Source: an optimization exercise on an open RTL-to-GDS flow (aim: small area, a short achievable clock period and few clock cycles per item). Production flows keep margins and buffers that such runs may drop.
In this exercise RTL edits were held to simulation tests only and were not proved equivalent to the original.
Power figures rest on the tool's default switching activity, not on a simulated workload.

==> inputs of v15 <==
==> flow/design.v <==
package scmi_mbox_pkg;
  localparam int NUM_CHANNELS = 4;
  localparam int NUM_PORTS = 2;
  localparam int CHAN_W = 2;
  localparam int WORD_W = 3;
  localparam int ADDR_W = CHAN_W + WORD_W;
  localparam int DATA_W = 32;
  typedef logic [ADDR_W-1:0]       addr_t;
  typedef logic [DATA_W-1:0]       data_t;
  typedef logic [CHAN_W-1:0]       chan_t;
  typedef logic [WORD_W-1:0]       word_off_t;
  typedef logic [NUM_CHANNELS-1:0] chan_vec_t;
  localparam word_off_t DOORBELL_OFFSET   = 3'd6;
  localparam word_off_t COMPLETION_OFFSET = 3'd7;
  localparam int NUM_PAYLOAD_WORDS = int'(DOORBELL_OFFSET);
  typedef enum logic [1:0] {
    PORT_IDLE,
    PORT_BUSY,
    PORT_DONE
  } port_state_e;
endpackage
`timescale 1ns/1ns
module scmi_mbox_port (
  input  logic                    clk_i,
  input  logic                    rst_n_i,
  input  logic                    req_i,
  output logic                    pend_o,
  input  logic                    gnt_i,
  input  scmi_mbox_pkg::data_t    bus_rdata_i,
  output logic                    ack_o,
  output scmi_mbox_pkg::data_t    rdata_o
);
  logic                 ack_q;
  scmi_mbox_pkg::data_t rdata_q;
  assign pend_o = req_i && !ack_q;
  always_ff @(posedge clk_i) begin
    if (!rst_n_i) begin
      ack_q <= 1'b0;
    end else if (gnt_i) begin
      ack_q <= 1'b1;
    end else if (!req_i) begin
      ack_q <= 1'b0;
    end
  end
  always_ff @(posedge clk_i) begin
    if (!ack_q) begin
      rdata_q <= bus_rdata_i;
    end
  end
  assign ack_o   = ack_q;
  assign rdata_o = rdata_q;
endmodule
`timescale 1ns/1ns
module scmi_mbox_arbiter (
  input  logic                 clk_i,
  input  logic                 rst_n_i,
  input  logic                 p0_pend_i,
  input  logic                 p0_we_i,
  input  scmi_mbox_pkg::addr_t p0_addr_i,
  input  scmi_mbox_pkg::data_t p0_wdata_i,
  output logic                 p0_gnt_o,
  input  logic                 p1_pend_i,
  input  logic                 p1_we_i,
  input  scmi_mbox_pkg::addr_t p1_addr_i,
  input  scmi_mbox_pkg::data_t p1_wdata_i,
  output logic                 p1_gnt_o,
  output logic [scmi_mbox_pkg::NUM_CHANNELS-1:0] mem_turn_o,
  output logic                 mem_we_o,
  output scmi_mbox_pkg::data_t mem_wdata_o
);
  localparam int NT = 8;
  logic [NT-1:0] turn_q;
  always_ff @(posedge clk_i) begin
    if (!rst_n_i) begin
      turn_q <= '0;
    end else begin
      turn_q <= ~turn_q;
    end
  end
  assign p0_gnt_o = p0_pend_i && !turn_q[0];
  assign p1_gnt_o = p1_pend_i &&  turn_q[0];
  assign mem_turn_o = turn_q[scmi_mbox_pkg::NUM_CHANNELS-1:0];
  assign mem_we_o   = turn_q[0] ? (p1_pend_i && p1_we_i) : (p0_pend_i && p0_we_i);
  for (genvar b = 0; b < 4; b++) begin : g_wbyte
    assign mem_wdata_o[b*8 +: 8] = turn_q[4 + b] ? p1_wdata_i[b*8 +: 8] : p0_wdata_i[b*8 +: 8];
  end
endmodule
`timescale 1ns/1ns
module scmi_mbox_shared_mem (
  input  logic                      clk_i,
  input  logic                      rst_n_i,
  input  scmi_mbox_pkg::chan_vec_t  bus_turn_i,
  input  scmi_mbox_pkg::addr_t      bus_addr0_i,
  input  scmi_mbox_pkg::addr_t      bus_addr1_i,
  input  logic                      bus_we_i,
  input  scmi_mbox_pkg::data_t      bus_wdata_i,
  output scmi_mbox_pkg::data_t      bus_rdata_o,
  output scmi_mbox_pkg::chan_vec_t  irq_doorbell_o,
  output scmi_mbox_pkg::chan_vec_t  irq_completion_o
);
  localparam int NW = scmi_mbox_pkg::NUM_CHANNELS * scmi_mbox_pkg::NUM_PAYLOAD_WORDS;
  scmi_mbox_pkg::data_t      payload_q [NW];
  scmi_mbox_pkg::chan_vec_t  doorbell_q;
  scmi_mbox_pkg::chan_vec_t  completion_q;
  scmi_mbox_pkg::chan_t      chan;
  scmi_mbox_pkg::word_off_t  off;
  scmi_mbox_pkg::data_t      rd_word;
  logic [NW-1:0] wsel;
  logic [NW-1:0] rsel;
  logic [NW-1:0] dec0, dec1;
  assign chan = bus_turn_i[0] ? bus_addr1_i[scmi_mbox_pkg::ADDR_W-1:scmi_mbox_pkg::WORD_W]
                           : bus_addr0_i[scmi_mbox_pkg::ADDR_W-1:scmi_mbox_pkg::WORD_W];
  assign off  = bus_turn_i[0] ? bus_addr1_i[scmi_mbox_pkg::WORD_W-1:0]
                           : bus_addr0_i[scmi_mbox_pkg::WORD_W-1:0];
  always_comb begin
    for (int c = 0; c < scmi_mbox_pkg::NUM_CHANNELS; c++) begin
      for (int w = 0; w < scmi_mbox_pkg::NUM_PAYLOAD_WORDS; w++) begin
        dec0[c * scmi_mbox_pkg::NUM_PAYLOAD_WORDS + w] =
          bus_addr0_i == scmi_mbox_pkg::addr_t'(c * 8 + w);
        dec1[c * scmi_mbox_pkg::NUM_PAYLOAD_WORDS + w] =
          bus_addr1_i == scmi_mbox_pkg::addr_t'(c * 8 + w);
      end
    end
    for (int i = 0; i < NW; i++) begin
      rsel[i] = bus_turn_i[i / scmi_mbox_pkg::NUM_PAYLOAD_WORDS] ? dec1[i] : dec0[i];
    end
    wsel = bus_we_i ? rsel : '0;
  end
  always_comb begin
    rd_word = '0;
    for (int i = 0; i < NW; i++) begin
      rd_word = rd_word | (rsel[i] ? payload_q[i] : '0);
    end
    if (off == scmi_mbox_pkg::DOORBELL_OFFSET) begin
      rd_word[0] = doorbell_q[chan];
    end
    if (off == scmi_mbox_pkg::COMPLETION_OFFSET) begin
      rd_word[0] = completion_q[chan];
    end
  end
  always_ff @(posedge clk_i) begin
    if (!rst_n_i) begin
      doorbell_q   <= '0;
      completion_q <= '0;
    end else if (bus_we_i) begin
      if (off == scmi_mbox_pkg::DOORBELL_OFFSET) begin
        doorbell_q[chan] <= bus_wdata_i[0];
      end
      if (off == scmi_mbox_pkg::COMPLETION_OFFSET) begin
        completion_q[chan] <= bus_wdata_i[0];
      end
    end
  end
  for (genvar i = 0; i < NW; i++) begin : g_word
    logic load, keep;
    assign load = rst_n_i && wsel[i];
    assign keep = rst_n_i && !wsel[i];
    always_ff @(posedge clk_i) begin
      payload_q[i] <= ({scmi_mbox_pkg::DATA_W{load}} & bus_wdata_i)
                    | ({scmi_mbox_pkg::DATA_W{keep}} & payload_q[i]);
    end
  end
  assign bus_rdata_o = rd_word;
  assign irq_doorbell_o   = doorbell_q;
  assign irq_completion_o = completion_q;
endmodule
`timescale 1ns/1ns
module scmi_mbox_top (
  input  logic                      clk_i,
  input  logic                      rst_n_i,
  input  logic                      agent_req_i,
  input  logic                      agent_we_i,
  input  scmi_mbox_pkg::addr_t      agent_addr_i,
  input  scmi_mbox_pkg::data_t      agent_wdata_i,
  output logic                      agent_ack_o,
  output scmi_mbox_pkg::data_t      agent_rdata_o,
  input  logic                      platform_req_i,
  input  logic                      platform_we_i,
  input  scmi_mbox_pkg::addr_t      platform_addr_i,
  input  scmi_mbox_pkg::data_t      platform_wdata_i,
  output logic                      platform_ack_o,
  output scmi_mbox_pkg::data_t      platform_rdata_o,
  output scmi_mbox_pkg::chan_vec_t  irq_doorbell_o,
  output scmi_mbox_pkg::chan_vec_t  irq_completion_o
);
  logic                 agent_pend,  platform_pend;
  logic                 agent_gnt,   platform_gnt;
  scmi_mbox_pkg::chan_vec_t mem_turn;
  logic                 mem_we;
  scmi_mbox_pkg::data_t mem_wdata;
  scmi_mbox_pkg::data_t mem_rdata;
  scmi_mbox_port u_agent_port (
    .clk_i       (clk_i),
    .rst_n_i     (rst_n_i),
    .req_i       (agent_req_i),
    .pend_o      (agent_pend),
    .gnt_i       (agent_gnt),
    .bus_rdata_i (mem_rdata),
    .ack_o       (agent_ack_o),
    .rdata_o     (agent_rdata_o)
  );
  scmi_mbox_port u_platform_port (
    .clk_i       (clk_i),
    .rst_n_i     (rst_n_i),
    .req_i       (platform_req_i),
    .pend_o      (platform_pend),
    .gnt_i       (platform_gnt),
    .bus_rdata_i (mem_rdata),
    .ack_o       (platform_ack_o),
    .rdata_o     (platform_rdata_o)
  );
  scmi_mbox_arbiter u_arbiter (
    .clk_i       (clk_i),
    .rst_n_i     (rst_n_i),
    .p0_pend_i   (agent_pend),
    .p0_we_i     (agent_we_i),
    .p0_addr_i   (agent_addr_i),
    .p0_wdata_i  (agent_wdata_i),
    .p0_gnt_o    (agent_gnt),
    .p1_pend_i   (platform_pend),
    .p1_we_i     (platform_we_i),
    .p1_addr_i   (platform_addr_i),
    .p1_wdata_i  (platform_wdata_i),
    .p1_gnt_o    (platform_gnt),
    .mem_turn_o  (mem_turn),
    .mem_we_o    (mem_we),
    .mem_wdata_o (mem_wdata)
  );
  scmi_mbox_shared_mem u_shared_mem (
    .clk_i            (clk_i),
    .rst_n_i          (rst_n_i),
    .bus_turn_i       (mem_turn),
    .bus_addr0_i      (agent_addr_i),
    .bus_addr1_i      (platform_addr_i),
    .bus_we_i         (mem_we),
    .bus_wdata_i      (mem_wdata),
    .bus_rdata_o      (mem_rdata),
    .irq_doorbell_o   (irq_doorbell_o),
    .irq_completion_o (irq_completion_o)
  );
endmodule
==> flow/flow/run.sh <==
#!/bin/bash
# Standard layout, with two changes made through the variables the ORFS
# scripts read: plain buffers on the ports instead of the delay buffers
# buffer_ports picks by default, and clock tree synthesis without dummy
# loads (its other arguments as the standard flow passes them).
set -o pipefail
cp standard.sh standard.sh.log 2>/dev/null
export BUFFER_PORTS_ARGS="-buffer_cell sky130_fd_sc_hd__buf_1"
export CTS_ARGS="-sink_clustering_enable -repair_clock_nets -sink_clustering_size 20 -buf_list sky130_fd_sc_hd__clkbuf_8 -dont_use_dummy_load"
bash standard.sh > standard_run.log 2>&1
==> flow/standard.sh <==
#!/bin/bash
# synth_recipe.tcl (not shown) runs the flow's synth.tcl, then flattens the netlist and writes it again
# the make line also repeats each setting of config.mk as NAME=value (left out here)
make -C /OpenROAD-flow-scripts/flow DESIGN_CONFIG=/design/flow/config.mk WORK_HOME=/design/flow/orfs CLKGATE_MAP_FILE= SYNTH_SCRIPT=/design/flow/synth_recipe.tcl "${@:-finish}"
==> flow/config.mk <==
export PLATFORM = sky130hd
export DESIGN_NAME = scmi_mbox_top
export DESIGN_NICKNAME = scmi_mbox_top
export VERILOG_FILES = /design/flow/design.v
export SDC_FILE = /design/flow/constraint.sdc
export NUM_CORES = 4
export LEC_CHECK = 0
export CAP_MARGIN = 20
export CORE_MARGIN = 2
export CORE_UTILIZATION = 40
export CTS_BUF_LIST = sky130_fd_sc_hd__clkbuf_8
export CTS_CLUSTER_SIZE = 20
export GPL_TIMING_DRIVEN = 0
export SETUP_SLACK_MARGIN = 2.5
export SLEW_MARGIN = 20
export TNS_END_PERCENT = 100
==> flow/constraint.sdc <==
create_clock -name core_clock -period 5.0 [get_ports {clk_i}]
set_input_delay 1.0000 -clock core_clock [delete_from_list [all_inputs] [get_ports {clk_i}]]
set_output_delay 1.0000 -clock core_clock [all_outputs]
set_load 0.01 [all_outputs]
==> v7: changes against v15 <==
==> flow/flow/run.sh (replaced) <==
#!/bin/bash
# Standard layout, with plain buffers on the ports instead of the delay
# buffers buffer_ports picks by default.
set -o pipefail
cp standard.sh standard.sh.log 2>/dev/null
export BUFFER_PORTS_ARGS="-buffer_cell sky130_fd_sc_hd__buf_2"
bash standard.sh > standard_run.log 2>&1
- GPL_TIMING_DRIVEN: 0 -> unset
==> qor summary <==
|  | v7 | v15 |
|---|---|---|
| Run status | timing/DRC/antenna clean | timing/DRC/antenna clean |
| Sum of met3 wire segment lengths after detailed routing | 14.40 mm | 14.50 mm |
| Grt met1 use | 42.62% | 43.90% |
| Overall routing resource usage | 31.42% | 33.30% |
| Fraction of power consumed by the clock network | 43.0% | 38.0% |
| Portion of the clock cycle consumed by the worst path in the final layout | 52.78% | 56.86% |
| Area of the multi-input gates | 14560 µm² | 14470 µm² |
| Largest fanout on the critical path | 6 | 7 |
| Summed area of non-filler cells in the final layout | 39780 µm² | 40370 µm² |
| Uppermost routed layer | met5 | met4 |
| Switching Power | 3.856 mW | 3.585 mW |
| Total power density per cell area | 363.0 nW/µm² | 333.3 nW/µm² |
| Setup bufs post-CTS | 73 | 118 |
| Portion of total power attributed to sequential cells | 48.2% | 51.6% |
| Worst Max-Slew Pin Slew | 1383 ps | 1071 ps |
| Type of element launching the critical path | flop | input port |
| Multi-input logic portion of the cell area | 36.61% | 35.85% |
| Most repeated library cell on the critical path | a221o_1 | buf_8 |
| DR WL met2 | 57.14 mm | 58.09 mm |
| Routed wire length | 133.8 mm | 139.6 mm |
| Mean number of vias per cell | 6.015 | 6.012 |
Testbench counts of v15, summed over its fixed seeds: cycles 4,008, items 4,000.
Testbench counts of v7, summed over its fixed seeds: cycles 4,008, items 4,000.

## port drivers added, routing unchanged
The results above use ideal ports. As a check the final layouts listed here were re-extracted and re-timed, cells and wires unchanged.
Step 1 (the two cells are an assumption about what drives the block):
set clk [get_ports {clk_i}]
set_driving_cell -lib_cell sky130_fd_sc_hd__clkbuf_16 $clk
set_driving_cell -lib_cell sky130_fd_sc_hd__buf_2 [delete_from_list [all_inputs] $clk]
Step 2 also shifts input and output timing later by t, the mid clock arrival at the registers, as if the neighbouring blocks saw the same clock.
a / b / c = no drivers / after step 1 / after step 2; a / b = the first two.
run | t (ns) | slack for setup (ns) | latest minus earliest clock arrival (ns)
v15 | 0.822 | 2.157 / 2.161 / 1.339 | 0.076 / 0.076
v7 | 0.874 | 2.361 / 2.361 / 1.531 | 0.046 / 0.046
After both steps setup and hold are still met in every run listed. For v7, which loses most, drivers alone change the setup slack by 0.000 ns; drivers and shift together by -0.830 ns.
